This design comes from an exercise in tuning for small area on the open sky130 flow, not from production work.
RTL that was checked went through simulation tests only; none was proved equivalent to the original.
Power is estimated from default activity; no workload was simulated.

==> flow/design.v <==
module dmem_wait_responder #(
    parameter int DEPTH   = 128,
    parameter int LATENCY = 2
) (
    input  logic        clk_i,
    input  logic        rst_i,
    input  logic        req_valid_i,
    output logic        req_ready_o,
    input  logic        req_write_i,
    input  logic [31:0] req_addr_i,
    input  logic [31:0] req_wdata_i,
    output logic        rsp_valid_o,
    output logic [31:0] rsp_rdata_o,
    output logic        rsp_err_o,
    output logic        busy_o
);
    localparam int NG = 32;         
    localparam int GW = 5;
    localparam int NA = 11;         
    logic [1:0]    r_state;
    logic [3:0]    r_need;          
    logic          r_pol;           
    logic          r_clr_done;      
    logic          r_wr, r_rd, r_err;
    logic          r_rhit;          
    logic          r_whit;          
    logic          r_live_ok;       
    logic [GW-1:0] r_grp;
    logic [1:0]    r_lo;
    logic [31:0]   r_data;          
    logic          r_dpol;          
    logic [31:0]   r_ring [NG][4];
    logic          w_idle, w_acc, w_bad, w_clr, w_pol_nxt;
    logic [1:0]    w_need, w_need_nxt, w_lo_nxt;
    logic          w_busy_nxt, w_wr_nxt, w_rd_nxt;
    logic          w_live_hit, w_reg_hit, w_rhit, w_rsel_any, w_whit;
    logic [NG-1:0] w_rsel, w_ins, w_g, w_gn;
    logic [31:0]   w_yraw, w_y, w_b;
    logic          w_ypol, w_opol, w_hold;
    always_comb begin
        w_idle     = (r_state == 2'd0);
        w_acc      = w_idle && req_valid_i;
        w_bad      = (|req_addr_i[1:0]) || (|req_addr_i[31:9]);
        w_clr      = !r_clr_done;
        w_need     = {r_need[3] | r_need[2], r_need[3] | r_need[1]};
        w_live_hit = r_live_ok && req_valid_i && !req_write_i && r_need[req_addr_i[3:2]];
        w_reg_hit  = r_rhit;
        w_rhit     = w_reg_hit || (w_idle && req_valid_i && !req_write_i &&
                                   r_need[req_addr_i[3:2]]);
        w_rsel_any = w_reg_hit || w_live_hit;
        w_whit     = r_whit;
        w_need_nxt = w_need - 2'd1;
        w_busy_nxt = w_acc || (r_state == 2'd1) || (r_state == 2'd2);
        w_wr_nxt   = w_acc ? (req_write_i && !w_bad)  : r_wr;
        w_rd_nxt   = w_acc ? (!req_write_i && !w_bad) : r_rd;
        w_lo_nxt   = w_acc ? req_addr_i[3:2] : r_lo;
        w_pol_nxt  = r_pol ^ r_need[1];
        w_b        = ~(r_data ^ {32{w_pol_nxt ^ r_dpol}});
        for (int g = 0; g < NG; g++) begin
            w_rsel[g] = (w_live_hit && (req_addr_i[8:4] == GW'(g))) ||
                        (w_reg_hit && (r_grp == GW'(g)));
            w_ins[g]  = w_whit && (r_grp == GW'(g));
            w_g[g]    = w_ins[g] || w_clr;
            w_gn[g]   = !w_ins[g];
        end
        w_hold = !w_rhit;
        w_ypol = w_rhit ? (r_pol && w_rsel_any) : r_dpol;
        w_opol = r_rhit ? r_pol : r_dpol;
        w_y    = w_yraw ^ {32{w_opol}};
    end
    for (genvar b = 0; b < 32; b++) begin : g_rd
        logic [NA-1:0] w_n;
        for (genvar k = 0; k < NA; k++) begin : g_aoi
            if (3 * k + 2 < NG) begin : g_3
                dmem_aoi222 u_aoi (
                    .a0(r_ring[3*k][0][b]),   .s0(w_rsel[3*k]),
                    .a1(r_ring[3*k+1][0][b]), .s1(w_rsel[3*k+1]),
                    .a2(r_ring[3*k+2][0][b]), .s2(w_rsel[3*k+2]),
                    .y_n(w_n[k])
                );
            end else begin : g_2
                dmem_aoi222 u_aoi (
                    .a0(r_ring[3*k][0][b]),   .s0(w_rsel[3*k]),
                    .a1(r_ring[3*k+1][0][b]), .s1(w_rsel[3*k+1]),
                    .a2(r_data[b]),           .s2(w_hold),
                    .y_n(w_n[k])
                );
            end
        end
        assign w_yraw[b] = ~&w_n;
    end
    always_ff @(posedge clk_i or negedge rst_i) begin
        if (!rst_i) begin
            r_state    <= 2'd0;
            r_need     <= 4'b0010;
            r_pol      <= 1'b1;
            r_clr_done <= 1'b0;
            r_wr       <= 1'b0;
            r_rd       <= 1'b0;
            r_err      <= 1'b0;
            r_rhit     <= 1'b0;
            r_whit     <= 1'b0;
            r_live_ok  <= 1'b0;
        end else begin
            r_rhit     <= w_busy_nxt && w_rd_nxt && (w_lo_nxt == w_need_nxt);
            r_whit     <= w_wr_nxt && (w_lo_nxt == w_need_nxt - 2'd1);
            r_live_ok  <= (r_state == 2'd3) || (w_idle && !req_valid_i);
            r_state    <= (w_idle && !req_valid_i) ? 2'd0 : r_state + 2'd1;
            r_need     <= {r_need[0], r_need[3:1]};
            r_pol      <= r_pol ^ r_need[1];
            r_clr_done <= r_clr_done || r_need[2];
            if (w_acc) begin
                r_wr  <= req_write_i && !w_bad;
                r_rd  <= !req_write_i && !w_bad;
                r_err <= w_bad;
            end
        end
    end
    always_ff @(posedge clk_i) begin
        if (w_acc) begin
            r_grp <= req_addr_i[8:4];
            r_lo  <= req_addr_i[3:2];
        end
        r_data <= (w_acc && req_write_i) ? req_wdata_i : w_yraw;
        r_dpol <= (w_acc && req_write_i) ? 1'b0 : w_ypol;
    end
    for (genvar g = 0; g < NG; g++) begin : g_grp
        logic [31:0] w_s0;
        for (genvar b = 0; b < 32; b++) begin : g_bit
            dmem_oai22 u_oai (
                .a0(r_ring[g][3][b]), .b0(w_g[g]),
                .a1(w_b[b]),          .b1(w_gn[g]),
                .y_n(w_s0[b])
            );
        end
        always_ff @(posedge clk_i) begin
            r_ring[g][0] <= w_s0;
            r_ring[g][1] <= r_ring[g][0];
            r_ring[g][2] <= r_ring[g][1];
            r_ring[g][3] <= r_ring[g][2];
        end
    end
    assign req_ready_o = w_idle;
    assign busy_o      = !w_idle;
    assign rsp_valid_o = (r_state == 2'd3);
    assign rsp_err_o   = (r_state == 2'd3) && r_err;
    assign rsp_rdata_o = (r_state == 2'd3 && r_rd) ? w_y : 32'd0;
endmodule
module dmem_aoi222 (
    input  logic a0, s0, a1, s1, a2, s2,
    output logic y_n
);
    assign y_n = ~((a0 & s0) | (a1 & s1) | (a2 & s2));
endmodule
module dmem_oai22 (
    input  logic a0, b0, a1, b1,
    output logic y_n
);
    assign y_n = ~((a0 | b0) & (a1 | b1));
endmodule
export LEC_CHECK = 0
export CAP_MARGIN = 10
export CELL_PAD_IN_SITES_DETAIL_PLACEMENT = 0
export CELL_PAD_IN_SITES_GLOBAL_PLACEMENT = 1
export CORE_MARGIN = 2
export CORE_UTILIZATION = 65
export SLEW_MARGIN = 10
export SYNTH_HIERARCHICAL = 1
create_clock -name core_clock -period 7.0 [get_ports {clk_i}]
standard.sh (not shown) runs the stock make flow with config.mk's settings and CLKGATE_MAP_FILE= SYNTH_SCRIPT=/design/flow/synth_recipe.tcl, a recipe that flattens the netlist after the stock synthesis.
==> flow/flow/run.sh <==
#!/bin/bash
# Own flow: the standard layout (standard.sh), with two ORFS arguments changed:
#  - clock tree: larger sink clusters driven by clkbuf_16, no dummy loads;
#  - port buffers: buf_2 instead of the resizer's default choice.
# Every step's full output stays in the ORFS logs under orfs/logs, and make's
# own output in standard.log.
set -euo pipefail
export CTS_ARGS="-sink_clustering_enable -repair_clock_nets -buf_list sky130_fd_sc_hd__clkbuf_16 -sink_clustering_size 30 -sink_clustering_max_diameter 50 -dont_use_dummy_load"
export BUFFER_PORTS_ARGS="-buffer_cell sky130_fd_sc_hd__buf_2"
bash standard.sh > standard.log 2>&1
The baseline finished clean.
Change:
--- a/flow/design.v
+++ b/flow/design.v
@@ -27,17 +27,18 @@
     logic          r_live_ok;       
     logic [GW-1:0] r_grp;
     logic [1:0]    r_lo;
     logic [31:0]   r_data;          
-    logic          r_dpol;          
     logic [31:0]   r_ring [NG][4];
     logic          w_idle, w_acc, w_bad, w_clr, w_pol_nxt;
     logic [1:0]    w_need, w_need_nxt, w_lo_nxt;
     logic          w_busy_nxt, w_wr_nxt, w_rd_nxt;
     logic          w_live_hit, w_reg_hit, w_rhit, w_rsel_any, w_whit;
     logic [NG-1:0] w_rsel, w_ins, w_g, w_gn;
     logic [31:0]   w_yraw, w_y, w_b;
-    logic          w_ypol, w_opol, w_hold;
+    logic          w_ypol, w_opol, w_hold, w_dpol, w_dpol_nxt, w_src_pol;
+    logic          w_out_t, w_out_f;
+    logic [31:0]   w_src;
     always_comb begin
         w_idle     = (r_state == 2'd0);
         w_acc      = w_idle && req_valid_i;
         w_bad      = (|req_addr_i[1:0]) || (|req_addr_i[31:9]);
@@ -54,20 +55,26 @@
         w_wr_nxt   = w_acc ? (req_write_i && !w_bad)  : r_wr;
         w_rd_nxt   = w_acc ? (!req_write_i && !w_bad) : r_rd;
         w_lo_nxt   = w_acc ? req_addr_i[3:2] : r_lo;
         w_pol_nxt  = r_pol ^ r_need[1];
-        w_b        = ~(r_data ^ {32{w_pol_nxt ^ r_dpol}});
+        w_dpol     = !w_pol_nxt;
+        w_dpol_nxt = !(w_pol_nxt ^ r_need[2]);
+        w_b        = r_data;
         for (int g = 0; g < NG; g++) begin
             w_rsel[g] = (w_live_hit && (req_addr_i[8:4] == GW'(g))) ||
                         (w_reg_hit && (r_grp == GW'(g)));
             w_ins[g]  = w_whit && (r_grp == GW'(g));
             w_g[g]    = w_ins[g] || w_clr;
             w_gn[g]   = !w_ins[g];
         end
         w_hold = !w_rhit;
-        w_ypol = w_rhit ? (r_pol && w_rsel_any) : r_dpol;
-        w_opol = r_rhit ? r_pol : r_dpol;
-        w_y    = w_yraw ^ {32{w_opol}};
+        w_ypol = w_rhit ? (r_pol && w_rsel_any) : w_dpol;
+        w_opol = r_rhit ? r_pol : w_dpol;
+        w_out_t = (r_state == 2'd3) && r_rd && !w_opol;
+        w_out_f = (r_state == 2'd3) && r_rd && w_opol;
+        for (int b = 0; b < 32; b++) w_y[b] = w_yraw[b] ? w_out_t : w_out_f;
+        w_src     = (w_acc && req_write_i) ? req_wdata_i : w_yraw;
+        w_src_pol = (w_acc && req_write_i) ? 1'b0 : w_ypol;
     end
     for (genvar b = 0; b < 32; b++) begin : g_rd
         logic [NA-1:0] w_n;
         for (genvar k = 0; k < NA; k++) begin : g_aoi
@@ -120,10 +127,9 @@
         if (w_acc) begin
             r_grp <= req_addr_i[8:4];
             r_lo  <= req_addr_i[3:2];
         end
-        r_data <= (w_acc && req_write_i) ? req_wdata_i : w_yraw;
-        r_dpol <= (w_acc && req_write_i) ? 1'b0 : w_ypol;
+        r_data <= w_src ^ {32{w_src_pol ^ w_dpol_nxt}};
     end
     for (genvar g = 0; g < NG; g++) begin : g_grp
         logic [31:0] w_s0;
         for (genvar b = 0; b < 32; b++) begin : g_bit
@@ -143,9 +149,9 @@
     assign req_ready_o = w_idle;
     assign busy_o      = !w_idle;
     assign rsp_valid_o = (r_state == 2'd3);
     assign rsp_err_o   = (r_state == 2'd3) && r_err;
-    assign rsp_rdata_o = (r_state == 2'd3 && r_rd) ? w_y : 32'd0;
+    assign rsp_rdata_o = w_y;
 endmodule
 module dmem_aoi222 (
     input  logic a0, s0, a1, s1, a2, s2,
     output logic y_n
Effect: With this change the flow completed, yet does not pass: negative setup slack; die area climbs by 0.64%; register-to-register slack is worse by 600 ps; worst setup slack is worse by 270 ps; routed wire length drops by 0.42%; global-route usage drops by 0.39 points; clock power barely changes; first-iteration DRC count climbs by 6.2%; cell area hardly moves; non-clock buffer count drops by 15; count of clock-buffer cells in the layout drops by 2.
Only the layout flow was run in the second run of this note; the RTL was not checked for function there.

## separate check: timing with driven ports
How much do the figures lean on ideal ports? The routed layouts below were timed once more, with nothing changed but the port constraints.
Step 1, drivers: a clkbuf_16 drives clk_i and a buf_2 each remaining input, both assumed.
Step 2, shift: input delay + t, output delay - t, t = (earliest + latest rising clock arrival at the registers) / 2. This alone moves slack from input paths to output paths.
Slacks: ideal / step 1 / step 2; pairs: ideal / step 1.
run | shift t [ns] | slack for setup (ns) | worst hold slack (ns) | worst slew at a driven data input, ns | pins driven straight from the clock port
the first run | 0.889 | 0.205 / 0.175 / 0.175 | 0.255 / 0.255 / 0.255 | 0.18 | 1
the second run | 0.881 | -0.065 / -0.095 / -0.095 | 0.260 / 0.260 / 0.260 | 0.14 | 1
